Source: an optimization exercise on an open RTL-to-GDS flow (aim: small area, a short achievable clock period and few clock cycles per item). Production flows keep margins and buffers that such runs may drop. Only simulation tests tie the RTL to the original design; equivalence was not proved. Power and IR drop assume default switching activity.

==> run E <==
==> flow/design.v <==
package pheapPkg;
    typedef struct packed {
        logic [16-1:0] key;     
        logic [16-1:0] value;
    } kvT;
    typedef enum logic [1:0] {
        IDLE,
        ENQ,
        DEQ,
        REPLACE
    } heapOpT;
    typedef struct packed {
        kvT                       kv;
        logic                     active;     
        logic [5-1:0] capacity;   
    } entryT;
    typedef struct packed {
        entryT left;
        entryT right;
    } entryPairT;
    typedef struct packed {
        logic                     valid;
        heapOpT                   op;
        kvT                       kv;
        logic [5-1:0] pos;    
    } levelCmdT;
    localparam int STAT_CNTW = 27;
    typedef struct packed {
        logic [STAT_CNTW-1:0] count;
        logic                 underflow;
        logic                 overflow;
        logic                 busy;
        logic                 full;
        logic                 empty;      
    } pqStatusT;
endpackage
`timescale 1ns/100ps
module readAdr
(
    input  logic [2:0] adr,
    output logic [2:0] adrN
);
    assign adrN = ~adr;
endmodule
module readDec
(
    input  logic [2:0] adr,
    input  logic [2:0] adrN,    
    output logic       isHeadN,
    output logic       isStatusN
);
    assign isHeadN   = !(adrN[2] && adr[1] && adr[0]);      
    assign isStatusN = !(adr[2] && adrN[1] && adrN[0]);     
endmodule
module readBitH
(
    input  logic isHeadN,
    input  logic hdN,           
    output logic q
);
    assign q = !(isHeadN || hdN);
endmodule
module readBitHS
(
    input  logic isHeadN,
    input  logic isStatusN,
    input  logic hdN,           
    input  logic stN,           
    output logic q
);
    assign q = !((isHeadN || hdN) && (isStatusN || stN));
endmodule
module keyMaj
(
    input  logic a,
    input  logic b,
    input  logic c,
    output logic y
);
    assign y = (a & b) | (a & c) | (b & c);
endmodule
module keyCmp4
(
    input  logic [3:0] a,
    input  logic [3:0] nb,      
    output logic       g,
    output logic       t
);
    logic [3:0] c;
    assign c[0] = a[0] & nb[0];
    for (genvar i = 1; i < 4; i++) begin : genCarry
        keyMaj uMaj (.a(a[i]), .b(nb[i]), .c(c[i-1]), .y(c[i]));
    end
    assign g = c[3];
    assign t = (a[3] | nb[3]) & (a[2] | nb[2]) & (a[1] | nb[1]) & (a[0] | nb[0]);
endmodule
module keyCmp4Low
(
    input  logic [3:0] a,
    input  logic [3:0] nb,      
    output logic       g
);
    logic [3:0] c;
    assign c[0] = a[0] & nb[0];
    for (genvar i = 1; i < 4; i++) begin : genCarry
        keyMaj uMaj (.a(a[i]), .b(nb[i]), .c(c[i-1]), .y(c[i]));
    end
    assign g = c[3];
endmodule
module keyCmpSmall
(
    input  logic [16-1:0] a,
    input  logic [16-1:0] nb,     
    output logic                   gt
);
    localparam int NG = 16 / 4;
    logic [NG-1:0] g;
    logic [NG-1:0] t;
    keyCmp4Low uLow (.a(a[3:0]), .nb(nb[3:0]), .g(g[0]));
    assign t[0] = 1'b0;                      
    for (genvar k = 1; k < NG; k++) begin : genGroup
        keyCmp4 uGrp (.a(a[4*k +: 4]), .nb(nb[4*k +: 4]), .g(g[k]), .t(t[k]));
    end
    always_comb begin
        gt = g[0];
        for (int k = 1; k < NG; k++) begin
            gt = g[k] | (t[k] & gt);
        end
    end
endmodule
`timescale 1ns/100ps
module pheapTop
(
    input  logic        clk,
    input  logic        rstN,
    input  logic        cyc,
    input  logic        stb,
    input  logic        we,
    input  logic [2:0]  adr,
    input  logic [31:0] datW,
    output logic        ack,
    output logic [31:0] datR
);
    localparam int N  = (1 << 5) - 1;    
    localparam int KW = 16;
    localparam int W  = 16 + 16;
    localparam int CW = 5;
    localparam int NA = N - 1;                       
    logic [NA-1:0][W-1:0] ent;        
    logic [NA-1:0]        vld;        
    logic                 pPush;      
    logic                 pPop;
    logic                 pRep;
    logic [W-1:0]         pKv;
    logic [CW-1:0]        count;      
    logic [W-1:0]         head;       
    logic                 overflow;
    logic                 underflow;
    logic [NA:0]          gt;         
    logic [NA-1:0][W-1:0] nxt;
    logic [NA-1:0]        takeL;
    logic [NA-1:0]        takeR;
    logic [NA-1:0]        takeN;
    logic [KW-1:0] pKeyN;
    assign pKeyN = ~pKv[W-1 -: KW];
    for (genvar i = 0; i < NA; i++) begin : genCmp
        logic g;
        keyCmpSmall uCmp (.a(ent[i][W-1 -: KW]), .nb(pKeyN), .gt(g));
        assign gt[i] = !vld[i] || g;
    end
    assign gt[NA] = 1'b1;
    for (genvar i = 0; i < NA; i++) begin : genSlot
        logic [W-1:0] fromL;
        logic [W-1:0] fromR;
        logic         gtL;
        logic         gtHere;
        if (i == 0) begin : genFirst
            assign fromL  = pKv;
            assign gtL    = 1'b0;
            assign gtHere = 1'b0;               
        end else begin : genNext
            assign fromL  = ent[i-1];
            assign gtL    = gt[i-1];
            assign gtHere = gt[i];
        end
        if (i == NA - 1) begin : genLast
            assign fromR = ent[i];
        end else begin : genPrev
            assign fromR = ent[i+1];
        end
        assign takeL[i] = pPush && gt[i] && gtL;
        assign takeN[i] = (pPush && gt[i] && !gtL) || (pRep && gt[i+1] && !gtHere);
        assign takeR[i] = pPop || (pRep && !gt[i+1]);
        assign nxt[i] = ({W{takeN[i]}} & pKv) |
                        ({W{takeL[i]}} & fromL) |
                        ({W{takeR[i]}} & fromR) |
                        ({W{!(takeN[i] || takeL[i] || takeR[i])}} & ent[i]);
    end
    always_ff @(posedge clk) begin
        ent <= nxt;
        if (!rstN) begin
            vld <= '0;
        end else if (pPush) begin
            vld <= {vld[NA-2:0], 1'b1};
        end else if (pPop) begin
            vld <= {1'b0, vld[NA-1:1]};
        end
    end
    logic acc;
    logic empty;
    logic full;
    logic one;
    logic isPush;
    logic isPop;
    logic isRep;
    logic statusRd;
    logic gtHead;         
    logic gtSecond;       
    logic gtE0;
    logic gtE1;
    logic gtP;
    logic aPush;          
    logic aPop;
    logic aRep;
    assign acc      = cyc && stb;
    assign ack      = acc;
    assign empty    = (count == '0);
    assign one      = (count == CW'(1));
    assign full     = (count == CW'(N));
    assign isPush   = acc && we && (adr == 3'd0);
    assign isPop    = acc && we && (adr == 3'd1);
    assign isRep    = acc && we && (adr == 3'd2);
    assign statusRd = acc && !we && (adr == 3'd4);
    logic [KW-1:0] dKeyN;
    assign dKeyN = ~datW[W-1 -: KW];
    keyCmpSmall uCmpHead (.a(head[W-1 -: KW]),   .nb(dKeyN), .gt(gtHead));
    keyCmpSmall uCmpE0   (.a(ent[0][W-1 -: KW]), .nb(dKeyN), .gt(gtE0));
    keyCmpSmall uCmpE1   (.a(ent[1][W-1 -: KW]), .nb(dKeyN), .gt(gtE1));
    keyCmpSmall uCmpP    (.a(pKv[W-1 -: KW]),    .nb(dKeyN), .gt(gtP));
    assign gtSecond = (takeN[0] && gtP) || (takeR[0] && gtE1) ||
                      (!(takeN[0] || takeR[0]) && gtE0);
    assign aPush = isPush && !full && !empty;
    assign aPop  = isPop && !empty && !one;
    assign aRep  = isRep && !empty && !one && !gtSecond;
    always_ff @(posedge clk) begin
        pKv <= (isPush && gtHead) ? head : datW;
        if (!rstN) begin
            pPush     <= 1'b0;
            pPop      <= 1'b0;
            pRep      <= 1'b0;
            count     <= '0;
            overflow  <= 1'b0;
            underflow <= 1'b0;
        end else begin
            pPush     <= aPush;
            pPop      <= aPop;
            pRep      <= aRep;
            if ((isPush && !full) || (isRep && empty)) begin
                count <= count + 1'b1;
            end else if (isPop && !empty) begin
                count <= count - 1'b1;
            end
            overflow  <= (overflow && !statusRd) || (isPush && full);
            underflow <= (underflow && !statusRd) || (isPop && empty);
        end
    end
    logic hdTakeD;        
    logic hdTakeN;        
    assign hdTakeD = (isPush && !full && (empty || gtHead)) ||
                     (isRep && (empty || one || gtSecond));
    assign hdTakeN = (isPop && !empty) || (isRep && !empty && !one && !gtSecond);
    always_ff @(posedge clk) begin
        head <= ({W{hdTakeD}} & datW) |
                ({W{hdTakeN}} & nxt[0]) |
                ({W{!(hdTakeD || hdTakeN)}} & head);
    end
    pheapPkg::pqStatusT status;
    always_comb begin
        status           = '0;
        status.count     = pheapPkg::STAT_CNTW'(count);
        status.underflow = underflow;
        status.overflow  = overflow;
        status.full      = full;
        status.empty     = empty;
    end
    logic [W-1:0] headN;
    logic [W-1:0] statusN;
    assign headN   = ~head;
    assign statusN = ~status;
    logic [2:0] adrN;
    readAdr uAdr (.adr, .adrN);
    for (genvar g = 0; g < W / 8; g++) begin : genRead
        logic isHeadN;
        logic isStatusN;
        readDec uDec (.adr, .adrN, .isHeadN, .isStatusN);
        for (genvar j = 0; j < 8; j++) begin : genBit
            localparam int B = 8 * g + j;
            if (B < 5 + CW && B != 2) begin : genHS
                readBitHS uBit (.isHeadN, .isStatusN, .hdN(headN[B]), .stN(statusN[B]), .q(datR[B]));
            end else begin : genH    
                readBitH uBit (.isHeadN, .hdN(headN[B]), .q(datR[B]));
            end
        end
    end
endmodule
==> flow/flow/run.sh <==
#!/bin/bash
# The standard layout, with one change: right after global placement the
# port buffers that buffer_ports inserted (delay cells) become plain buffers,
# so that the paths from the inputs and to the outputs can be timed down.
set -euo pipefail
W=$(pwd)
bash standard.sh POST_GLOBAL_PLACE_TCL="$W/flow/fixports.tcl" finish > "$W/standard.log" 2>&1
==> flow/flow/fixports.tcl <==
# The port buffers that buffer_ports inserted are delay cells; make them plain buffers.
set n 0
set block [ord::get_db_block]
foreach bterm [$block getBTerms] {
  if {[$bterm getName] == "clk"} { continue }
  set net [$bterm getNet]
  if {$net == "NULL"} { continue }
  foreach iterm [$net getITerms] {
    set inst [$iterm getInst]
    set master [[$inst getMaster] getName]
    if {[string match "sky130_fd_sc_hd__clkdlybuf*" $master] || [string match "sky130_fd_sc_hd__dlygate*" $master]} {
      replace_cell [get_cells [$inst getName]] sky130_fd_sc_hd__buf_4
      incr n
    }
  }
}
puts "fixports: replaced $n port buffers"
==> flow/standard.sh <==
#!/bin/bash
# synth_recipe.tcl (not shown) runs the flow's synth.tcl, then flattens the netlist and writes it again
# the make line also repeats each setting of config.mk as NAME=value (left out here)
make -C /OpenROAD-flow-scripts/flow DESIGN_CONFIG=/design/flow/config.mk WORK_HOME=/design/flow/orfs CLKGATE_MAP_FILE= SYNTH_SCRIPT=/design/flow/synth_recipe.tcl "${@:-finish}"
==> flow/config.mk <==
export PLATFORM = sky130hd
export DESIGN_NAME = pheapTop
export DESIGN_NICKNAME = pheapTop
export VERILOG_FILES = /design/flow/design.v
export SDC_FILE = /design/flow/constraint.sdc
export NUM_CORES = 4
export LEC_CHECK = 0
export CAP_MARGIN = 20
export CORE_MARGIN = 2
export CORE_UTILIZATION = 38
export CTS_BUF_LIST = sky130_fd_sc_hd__clkbuf_16
export CTS_CLUSTER_DIAMETER = 70
export CTS_CLUSTER_SIZE = 24
export PLACE_DENSITY = 0.55
export SETUP_SLACK_MARGIN = 4.3
export SLEW_MARGIN = 20
export SYNTH_HIERARCHICAL = 1
export TNS_END_PERCENT = 0
==> flow/constraint.sdc <==
create_clock -name core_clock -period 8.0 [get_ports {clk}]
set_input_delay 1.6000 -clock core_clock [delete_from_list [all_inputs] [get_ports {clk}]]
set_output_delay 1.6000 -clock core_clock [all_outputs]
set_load 0.01 [all_outputs]
==> inputs of run R, as changes to run E <==
--- a/flow/design.v
+++ b/flow/design.v
@@ -46,11 +46,9 @@
 (
     input  logic [2:0] adr,
     input  logic [2:0] adrN,    
-    output logic       isHeadN,
-    output logic       isStatusN
+    output logic       isHeadN
 );
-    assign isHeadN   = !(adrN[2] && adr[1] && adr[0]);      
-    assign isStatusN = !(adr[2] && adrN[1] && adrN[0]);     
+    assign isHeadN = !(adrN[2] && adr[1] && adr[0]);        
 endmodule
 module readBitH
 (
@@ -62,13 +60,16 @@
 endmodule
 module readBitHS
 (
-    input  logic isHeadN,
-    input  logic isStatusN,
-    input  logic hdN,           
-    input  logic stN,           
-    output logic q
+    input  logic [2:0] adr,
+    input  logic       hd,
+    input  logic       stN,           
+    output logic       q
 );
-    assign q = !((isHeadN || hdN) && (isStatusN || stN));
+    logic forHead;
+    logic forStatus;
+    assign forHead   = adr[1] && adr[0] && hd;
+    assign forStatus = !(adr[1] || adr[0] || stN);
+    assign q         = adr[2] ? forStatus : forHead;
 endmodule
 module keyMaj
 (
@@ -291,12 +292,11 @@
     readAdr uAdr (.adr, .adrN);
     for (genvar g = 0; g < W / 8; g++) begin : genRead
         logic isHeadN;
-        logic isStatusN;
-        readDec uDec (.adr, .adrN, .isHeadN, .isStatusN);
+        readDec uDec (.adr, .adrN, .isHeadN);
         for (genvar j = 0; j < 8; j++) begin : genBit
             localparam int B = 8 * g + j;
             if (B < 5 + CW && B != 2) begin : genHS
-                readBitHS uBit (.isHeadN, .isStatusN, .hdN(headN[B]), .stN(statusN[B]), .q(datR[B]));
+                readBitHS uBit (.adr, .hd(head[B]), .stN(statusN[B]), .q(datR[B]));
             end else begin : genH    
                 readBitH uBit (.isHeadN, .hdN(headN[B]), .q(datR[B]));
             end
==> flow/flow/run.sh (replaced) <==
#!/bin/bash
# The standard layout, with two changes:
# - before the pins are placed, the bus control, address and read data pins
#   are kept together on one edge (flow/pins.tcl);
# - right after global placement the port buffers that buffer_ports inserted
#   (delay cells) become plain buffers (flow/fixports.tcl),
# so that the paths from the inputs to the outputs can be timed down.
set -euo pipefail
W=$(pwd)
bash standard.sh PRE_IO_PLACEMENT_TCL="$W/flow/pins.tcl" POST_GLOBAL_PLACE_TCL="$W/flow/fixports.tcl" finish > "$W/standard.log" 2>&1
==> flow/flow/pins.tcl (new file) <==
# Keep the bus control, address and read data pins together on one edge,
# so the address decode and the read data gates sit next to all of them.
set names {cyc stb we ack}
for {set i 0} {$i < 3} {incr i} { lappend names "adr\[$i\]" }
for {set i 0} {$i < 32} {incr i} { lappend names "datR\[$i\]" }
set die [[ord::get_db_block] getDieArea]
set ymid [expr {([$die yMin] + [$die yMax]) / 2000.0}]
set lo [expr {int($ymid - 40)}]
set hi [expr {int($ymid + 40)}]
set_io_pin_constraint -pin_names $names -region right:$lo-$hi
puts "pins: [llength $names] read pins on the right edge, $lo-$hi um"
- CTS_CLUSTER_DIAMETER: 70 -> 80
==> summary.txt <==
Sequential share of layout area: run E is lower than run R (0.53 points).
In flip-flop and latch count, run E and run R do not differ.
Between run R and run E, the lower critical path depth is in run E (gap 1).
Against run R, the count of clock-buffer cells in the layout of run E is higher by 30.
Sequential power is about the same in run R and run E.
Testbench counts of run E, summed over its fixed seeds: cycles 12,000, items 12,000.
Testbench counts of run R, summed over its fixed seeds: cycles 12,000, items 12,000.

[separate check: timing with driven ports]
In the flow no input, the clock included, has a driving cell. The finished layouts below were timed again as built, in two steps. Step 1 sets driving cells, clkbuf_16 on the clock port and buf_2 on the other inputs (assumed; they add their load-dependent delay and slew). Step 2, shift: input delay + t, output delay - t, t = (earliest + latest rising clock arrival at the registers) / 2. This alone moves slack from input paths to output paths. Three values: ideal ports, drivers, drivers and shift; two values: the first two.
| run | t (ns) | slack for setup (ns) | slew at the worst register clock pin (ns) | pins driven straight from the clock port |
|---|---|---|---|---|
| run E | 0.802 | 4.007 / 3.980 / 3.361 | 0.10 / 0.10 | 1 |
| run R | 0.799 | 4.038 / 3.975 / 3.284 | 0.11 / 0.11 | 1 |
After both steps setup and hold are still met in every run listed. For run R, which loses most, drivers alone change the setup slack by -0.063 ns; drivers and shift together by -0.754 ns.
